What follows belongs to an exercise in optimizing a design on an open flow for small area; a production flow would make more cautious choices.
The RTL was checked by simulation tests, not by an equivalence proof against the original design.

==> 06-21: inputs <==
// dataPath
module dataPath (
	input  logic                        clock,
	input  logic                        rstN,
	input  logic [30:0]                 ctrl,
	input  logic [32-1:0]        memData,
	input  logic [32-1:0]        inportData,
	output logic [32-1:0]        marAddr,
	output logic [32-1:0]        outportData,
	output logic [32-1:0]        busValue
);
Settings: LEC_CHECK=0, ABC_AREA=1, CAP_MARGIN=5, CORE_MARGIN=2, CORE_UTILIZATION=50, CTS_BUF_LIST=sky130_fd_sc_hd__clkbuf_4 sky130_fd_sc_hd__clkbuf_8, PLACE_DENSITY=0.6, SLEW_MARGIN=5; clock period 120.0 ns.
run.sh (not shown) runs the stock make flow with config.mk's settings and CLKGATE_MAP_FILE= SYNTH_SCRIPT=/design/flow/synth_recipe.tcl, a recipe that flattens the netlist after the stock synthesis.
==> 03-04: changes against 06-21 <==
--- a/flow/design.v
+++ b/flow/design.v
@@ -48,64 +48,61 @@
 		| ({32{sel[2]}} & mdr)
 		| ({32{sel[1]}} & inport)
 		| ({32{sel[0]}} & cSignExt);
 endmodule
 module registerFile (
 	input  logic                 clock,
 	input  logic                 rstN,
 	input  logic [16-1:0] wrEn,
-	input  logic [16-1:0] rdSel,
+	input  logic [3:0]           rdField,
+	input  logic                 rdEn,
 	input  logic [32-1:0] bus,
 	output logic [32-1:0] rdData
 );
 	logic [32-1:0] regs [16];
 	genvar i;
 	generate
 		for (i = 0; i < 16; i++) begin : gReg
 			logic ld, hd;
 			assign ld = wrEn[i] & rstN;
 			assign hd = ~wrEn[i] & rstN;
 			always_ff @(posedge clock) begin
 				regs[i] <= ({32{ld}} & bus) | ({32{hd}} & regs[i]);
 			end
 		end
 	endgenerate
-	always_comb begin
-		rdData = '0;
-		for (int k = 0; k < 16; k++)
-			rdData = rdData | ({32{rdSel[k]}} & regs[k]);
-	end
+	assign rdData = rdEn ? regs[rdField] : '0;
 endmodule
 module selectEncode (
 	input  logic [31:0]          ir,
 	input  logic                 gra,
 	input  logic                 grb,
 	input  logic                 grc,
 	input  logic                 rIn,
 	input  logic                 rdValid,
 	input  logic                 baOut,
 	output logic [16-1:0] wrEn,
-	output logic [16-1:0] rdSel,
+	output logic [3:0]           rdField,
+	output logic                 rdEn,
 	output logic [32-1:0] cSignExt
 );
 	logic [3:0] field;
 	always_comb begin
 		if (gra)      field = ir[26:23];
 		else if (grb) field = ir[22:19];
 		else if (grc) field = ir[18:15];
 		else          field = 4'd0;
 	end
 	always_comb begin
-		for (int k = 0; k < 16; k++) begin
-			wrEn[k]  = rIn && (field == k);
-			rdSel[k] = rdValid && (field == k);
-		end
-		if (baOut) rdSel[0] = 1'b0;
+		for (int k = 0; k < 16; k++)
+			wrEn[k] = rIn && (field == k);
 	end
+	assign rdField = field;
+	assign rdEn    = rdValid && !(baOut && field == 4'd0);
 	assign cSignExt = {{13{ir[18]}}, ir[18:0]};
 endmodule
 module skAdd #(parameter int W = 32) (
 	input  logic [W-1:0] a,
 	input  logic [W-1:0] b,
 	input  logic         ci,
 	output logic [W-1:0] s
 );
@@ -171,43 +168,41 @@
 			assign s[i]   = a[i] ^ b[i] ^ c[i];
 			assign c[i+1] = (a[i] & b[i]) | (a[i] & c[i]) | (b[i] & c[i]);
 		end
 	endgenerate
 endmodule
 module srtSelect (
 	input  logic [6:0] s7,
 	input  logic [6:0] c7,
-	input  logic [2:0] dHat,
+	input  logic [3:0] hOne,    
+	input  logic [4:0] t2,      
 	output logic       one,
 	output logic       two,
 	output logic       neg
 );
-	logic signed [6:0] e, m2, m1, m0, mn1;
-	logic ge2, ge1, ge0, gen1;
-	assign e = s7 + c7;
+	logic [6:0] e;
+	logic       sg, lowP, lowN, ge1, ge2, gt, eq;
+	logic [5:0] f;
+	assign e  = s7 + c7;
+	assign sg = e[6];
+	assign f  = e[5:0] ^ {6{sg}};
+	assign lowP = hOne[0] | (hOne[1] & (f[1] | f[0])) | (hOne[2] & f[1]) | (hOne[3] & f[1] & f[0]);
+	assign lowN = (hOne[0] & (f[1] | f[0])) | (hOne[1] & f[1]) | (hOne[2] & f[1] & f[0]);
+	assign ge1  = f[5] | f[4] | f[3] | (f[2] & (sg ? lowN : lowP));
 	always_comb begin
-		case (dHat)
-			3'd0:    begin m2 = 7'sd12; m1 = 7'sd4; m0 = -7'sd5; mn1 = -7'sd13; end
-			3'd1:    begin m2 = 7'sd14; m1 = 7'sd4; m0 = -7'sd5; mn1 = -7'sd15; end
-			3'd2:    begin m2 = 7'sd15; m1 = 7'sd5; m0 = -7'sd6; mn1 = -7'sd16; end
-			3'd3:    begin m2 = 7'sd17; m1 = 7'sd5; m0 = -7'sd6; mn1 = -7'sd18; end
-			3'd4:    begin m2 = 7'sd18; m1 = 7'sd6; m0 = -7'sd7; mn1 = -7'sd19; end
-			3'd5:    begin m2 = 7'sd20; m1 = 7'sd6; m0 = -7'sd7; mn1 = -7'sd21; end
-			3'd6:    begin m2 = 7'sd21; m1 = 7'sd7; m0 = -7'sd8; mn1 = -7'sd22; end
-			default: begin m2 = 7'sd23; m1 = 7'sd7; m0 = -7'sd8; mn1 = -7'sd24; end
-		endcase
-	end
-	assign ge2  = (e >= m2);
-	assign ge1  = (e >= m1);
-	assign ge0  = (e >= m0);
-	assign gen1 = (e >= mn1);
-	assign neg = ge1;
-	assign two = ge2 | ~gen1;
-	assign one = (ge1 & ~ge2) | (gen1 & ~ge0);
+		gt = 1'b0;
+		for (int i = 0; i < 5; i++)
+			gt = (f[i] & ~t2[i]) | (~(f[i] ^ t2[i]) & gt);
+	end
+	assign eq  = (f[4:0] == t2);
+	assign ge2 = f[5] | gt | (eq & ~sg);
+	assign two = ge2;
+	assign one = ge1 & ~ge2;
+	assign neg = ge1 & ~sg;
 endmodule
 module mulDivArray (
 	input  logic [31:0] a,
 	input  logic [31:0] b,
 	input  logic        mul,
 	input  logic [63:0] xInit,     
 	input  logic [31:0] dN,        
 	output logic [31:0] qPos,
@@ -217,34 +212,51 @@
 	localparam int NC = 66;
 	localparam logic [63:0] KMUL = 64'h5555_5556_0000_0000;
 	logic          div;
 	logic [33:0]   xc;           
 	logic [NC-1:0] sv [17];      
 	logic [NC-1:0] cv [17];      
 	logic [NC-1:0] c2;           
 	assign div = ~mul;
+	logic [3:0] hOne;
+	logic [4:0] t2;
+	always_comb begin
+		hOne = 4'd0;
+		hOne[dN[30:29]] = 1'b1;
+		case (dN[30:28])
+			3'd0:    t2 = 5'd12;
+			3'd1:    t2 = 5'd14;
+			3'd2:    t2 = 5'd15;
+			3'd3:    t2 = 5'd17;
+			3'd4:    t2 = 5'd18;
+			3'd5:    t2 = 5'd20;
+			3'd6:    t2 = 5'd21;
+			default: t2 = 5'd23;
+		endcase
+	end
 	assign xc  = mul ? {a[31], a[31], a} : {2'b00, dN};
 	always_comb begin
 		sv[16] = '0;
 		cv[16] = '0;
-		sv[16][63:0] = mul ? 64'd0 : xInit;
+		sv[16][63:0] = xInit;
 		cv[16][63:0] = mul ? KMUL : 64'd0;
 	end
 	genvar r, c;
 	generate
 		for (r = 15; r >= 0; r--) begin : gRow
 			logic qOne, qTwo, qNegD;       
 			logic bOne, bTwo, bNeg;        
 			logic one, two, neg;
 			logic [34:0] op;
 			srtSelect uSel (
 				.s7   (sv[r+1][2*r+34:2*r+28]),
 				.c7   (cv[r+1][2*r+34:2*r+28]),
-				.dHat (dN[30:28]),
+				.hOne (hOne),
+				.t2   (t2),
 				.one  (qOne),
 				.two  (qTwo),
 				.neg  (qNegD)
 			);
 			assign qPos[2*r+1:2*r] = {qTwo & qNegD, qOne & qNegD};
 			assign qNeg[2*r+1:2*r] = {qTwo & ~qNegD, qOne & ~qNegD};
 			if (r == 0) begin : gB
 				assign bOne = b[0];
@@ -375,19 +387,24 @@
 	assign n3   = k[1] ? {n2[29:0], 2'd0} : n2;
 	assign k[0] = ~n3[31];
 	assign dN   = k[0] ? {n3[30:0], 1'b0} : n3;
 	logic [4:0]  shamt, shAmt;
 	logic [31:0] shIn, shHi, shLo, signFill, shiftRes;
 	logic [63:0] shOut;
 	assign shamt      = b[4:0];
 	assign rightShift = (op == 5'd4) || (op == 5'd5) || (op == 5'd7);
-	assign shIn       = isDiv ? absA : a;
+	assign shIn       = isDiv ? absA : (isMul ? 32'd0 : a);
 	assign shAmt      = isDiv ? k : (rightShift ? (5'd0 - shamt) : shamt);
-	assign shOut      = {32'd0, shIn} << shAmt;
+	logic [63:0] sh4, sh3, sh2, sh1;
+	assign sh4   = shAmt[4] ? {16'd0, shIn, 16'd0} : {32'd0, shIn};
+	assign sh3   = shAmt[3] ? {sh4[55:0], 8'd0} : sh4;
+	assign sh2   = shAmt[2] ? {sh3[59:0], 4'd0} : sh3;
+	assign sh1   = shAmt[1] ? {sh2[61:0], 2'd0} : sh2;
+	assign shOut = shAmt[0] ? {sh1[62:0], 1'b0} : sh1;
 	assign shHi       = shOut[63:32];
 	assign shLo       = shOut[31:0];
 	always_comb begin
 		for (int j = 0; j < 32; j++)
 			signFill[j] = a[31] & ((31 - j) < shamt);    
 	end
 	always_comb begin
 		case (op)
@@ -493,17 +510,18 @@
 	input  logic [30:0]                 ctrl,
 	input  logic [32-1:0]        memData,
 	input  logic [32-1:0]        inportData,
 	output logic [32-1:0]        marAddr,
 	output logic [32-1:0]        outportData,
 	output logic [32-1:0]        busValue
 );
 	logic [16-1:0]   regWrEn;
-	logic [16-1:0]   regRdSel;
+	logic [3:0]             regRdField;
+	logic                   regRdEn;
 	logic [32-1:0]   regRdData;
 	logic [32-1:0]   cSignExt;
 	logic [32-1:0]   ir, ry, pc, zHi, zLo, hi, lo, mdr, inport;
 	logic [2*32-1:0] aluResult;
 	logic                   regSel;
 	assign regSel = ctrl[26] | ctrl[25];
 	busMux uBusMux (
 		.bus       (busValue),
@@ -523,24 +541,26 @@
 		.ir       (ir),
 		.gra      (ctrl[30]),
 		.grb      (ctrl[29]),
 		.grc      (ctrl[28]),
 		.rIn      (ctrl[27]),
 		.rdValid  (regSel),
 		.baOut    (ctrl[25]),
 		.wrEn     (regWrEn),
-		.rdSel    (regRdSel),
+		.rdField  (regRdField),
+		.rdEn     (regRdEn),
 		.cSignExt (cSignExt)
 	);
 	registerFile uRegisterFile (
 		.clock  (clock),
 		.rstN   (rstN),
 		.wrEn   (regWrEn),
-		.rdSel  (regRdSel),
+		.rdField (regRdField),
+		.rdEn    (regRdEn),
 		.bus    (busValue),
 		.rdData (regRdData)
 	);
 	alu uAlu (
 		.a      (ry),
 		.b      (busValue),
 		.op     (ctrl[4:0]),
 		.incPc  (ctrl[14]),
==> flow/config.mk (replaced) <==
export PLATFORM = sky130hd
export DESIGN_NAME = dataPath
export DESIGN_NICKNAME = dataPath
export VERILOG_FILES = /design/flow/design.v
export SDC_FILE = /design/flow/constraint.sdc
export NUM_CORES = 4
export LEC_CHECK = 0
export ABC_AREA = 1
export CAP_MARGIN = 15
export CORE_MARGIN = 2
export CORE_UTILIZATION = 35
export CTS_CLUSTER_DIAMETER = 80
export CTS_CLUSTER_SIZE = 20
export PLACE_DENSITY = 0.45
export SLEW_MARGIN = 15
==> 07-05: changes against 06-21 <==
==> flow/config.mk (replaced) <==
export PLATFORM = sky130hd
export DESIGN_NAME = dataPath
export DESIGN_NICKNAME = dataPath
export VERILOG_FILES = /design/flow/design.v
export SDC_FILE = /design/flow/constraint.sdc
export NUM_CORES = 4
export LEC_CHECK = 0
export CAP_MARGIN = 20
export CORE_MARGIN = 2
export CORE_UTILIZATION = 30
export PLACE_DENSITY = 0.4
export SLEW_MARGIN = 20
==> results.txt <==
Status: 03-04 no timing/DRC/antenna violations; 06-21 finished with violations; 07-05 no timing/DRC/antenna violations
Violated checks: 03-04 -; 06-21 capacitance limit, slew limit; 07-05 -
Buffer and inverter count on the worst path: 03-04 76; 06-21 92; 07-05 39
Routability Congestion: 03-04 1.05; 06-21 1.15; 07-05 1.03
Terminus of the critical flop-to-flop path: 03-04 uSpecialRegs.uZHi.q[5]; 06-21 uSpecialRegs.uZHi.q[6]; 07-05 uSpecialRegs.uZHi.q[21]
Worst Setup Slack, final: 03-04 7.53 ns; 06-21 8.43 ns; 07-05 11.25 ns
Violation count after the first detailed-route iteration: 03-04 10100; 06-21 13500; 07-05 9564
Worst hold endpoint: 03-04 uSpecialRegs.uZLo.q[21]; 06-21 uSpecialRegs.uZLo.q[27]; 07-05 uRegisterFile.regs[4][23]
Simple-gate share of the synthesized area: 03-04 21.4%; 06-21 22.9%; 07-05 15.0%
Number of buffers created by CTS: 03-04 59; 06-21 121; 07-05 90
Core Footprint: 03-04 0.238 sq mm; 06-21 0.170 sq mm; 07-05 0.282 sq mm
Per-cell routed wire length: 03-04 31.1 um; 06-21 31.5 um; 07-05 36.4 um
Effective utilization at floorplan: 03-04 35.2%; 06-21 50.4%; 07-05 30.2%
Unrepaired setup endpoints after global routing: 03-04 -; 06-21 false; 07-05 false
Ratio of routed vias to standard cells: 03-04 5.83; 06-21 6.52; 07-05 6.03
Adder-cell area share of the yosys netlist: 03-04 19.0%; 06-21 20.2%; 07-05 20.3%
Nets in the synthesized netlist: 03-04 13000; 06-21 13400; 07-05 11800
Mapped Area: 03-04 0.0837 sq mm; 06-21 0.0856 sq mm; 07-05 0.0852 sq mm
Initial antenna violation count: 03-04 56; 06-21 48; 07-05 80
Clk root buf: 03-04 sky130_fd_sc_hd__clkbuf_16; 06-21 sky130_fd_sc_hd__clkbuf_8; 07-05 sky130_fd_sc_hd__clkbuf_16

-- afterwards: timing with drivers on the ports --
No port has a modelled driver above. Below, the same layouts with a new extraction and two added sets of constraints. Step 1 (the two cells are an assumption about what drives the block):
set clk [get_ports {clock}]
set_driving_cell -lib_cell sky130_fd_sc_hd__clkbuf_16 $clk
set_driving_cell -lib_cell sky130_fd_sc_hd__buf_2 [delete_from_list [all_inputs] $clk]
Step 2, shift: input delay + t, output delay - t, t = (earliest + latest rising clock arrival at the registers) / 2. This alone moves slack from input paths to output paths. Three values: ideal, step 1, step 2; two values: the first two.
run | shift t [ns] | setup slack, ns | latest minus earliest clock arrival (ns) | pins driven straight from the clock port
06-21 | 0.945 | 8.427 / 8.485 / 7.540 | 0.080 / 0.080 | 1
03-04 | 0.802 | 7.531 / 7.593 / 6.791 | 0.060 / 0.060 | 1
07-05 | 0.808 | 11.246 / 11.253 / 10.445 | 0.083 / 0.083 | 1
For 06-21, which loses most, drivers alone change the setup slack by +0.058 ns; drivers and shift together by -0.887 ns.
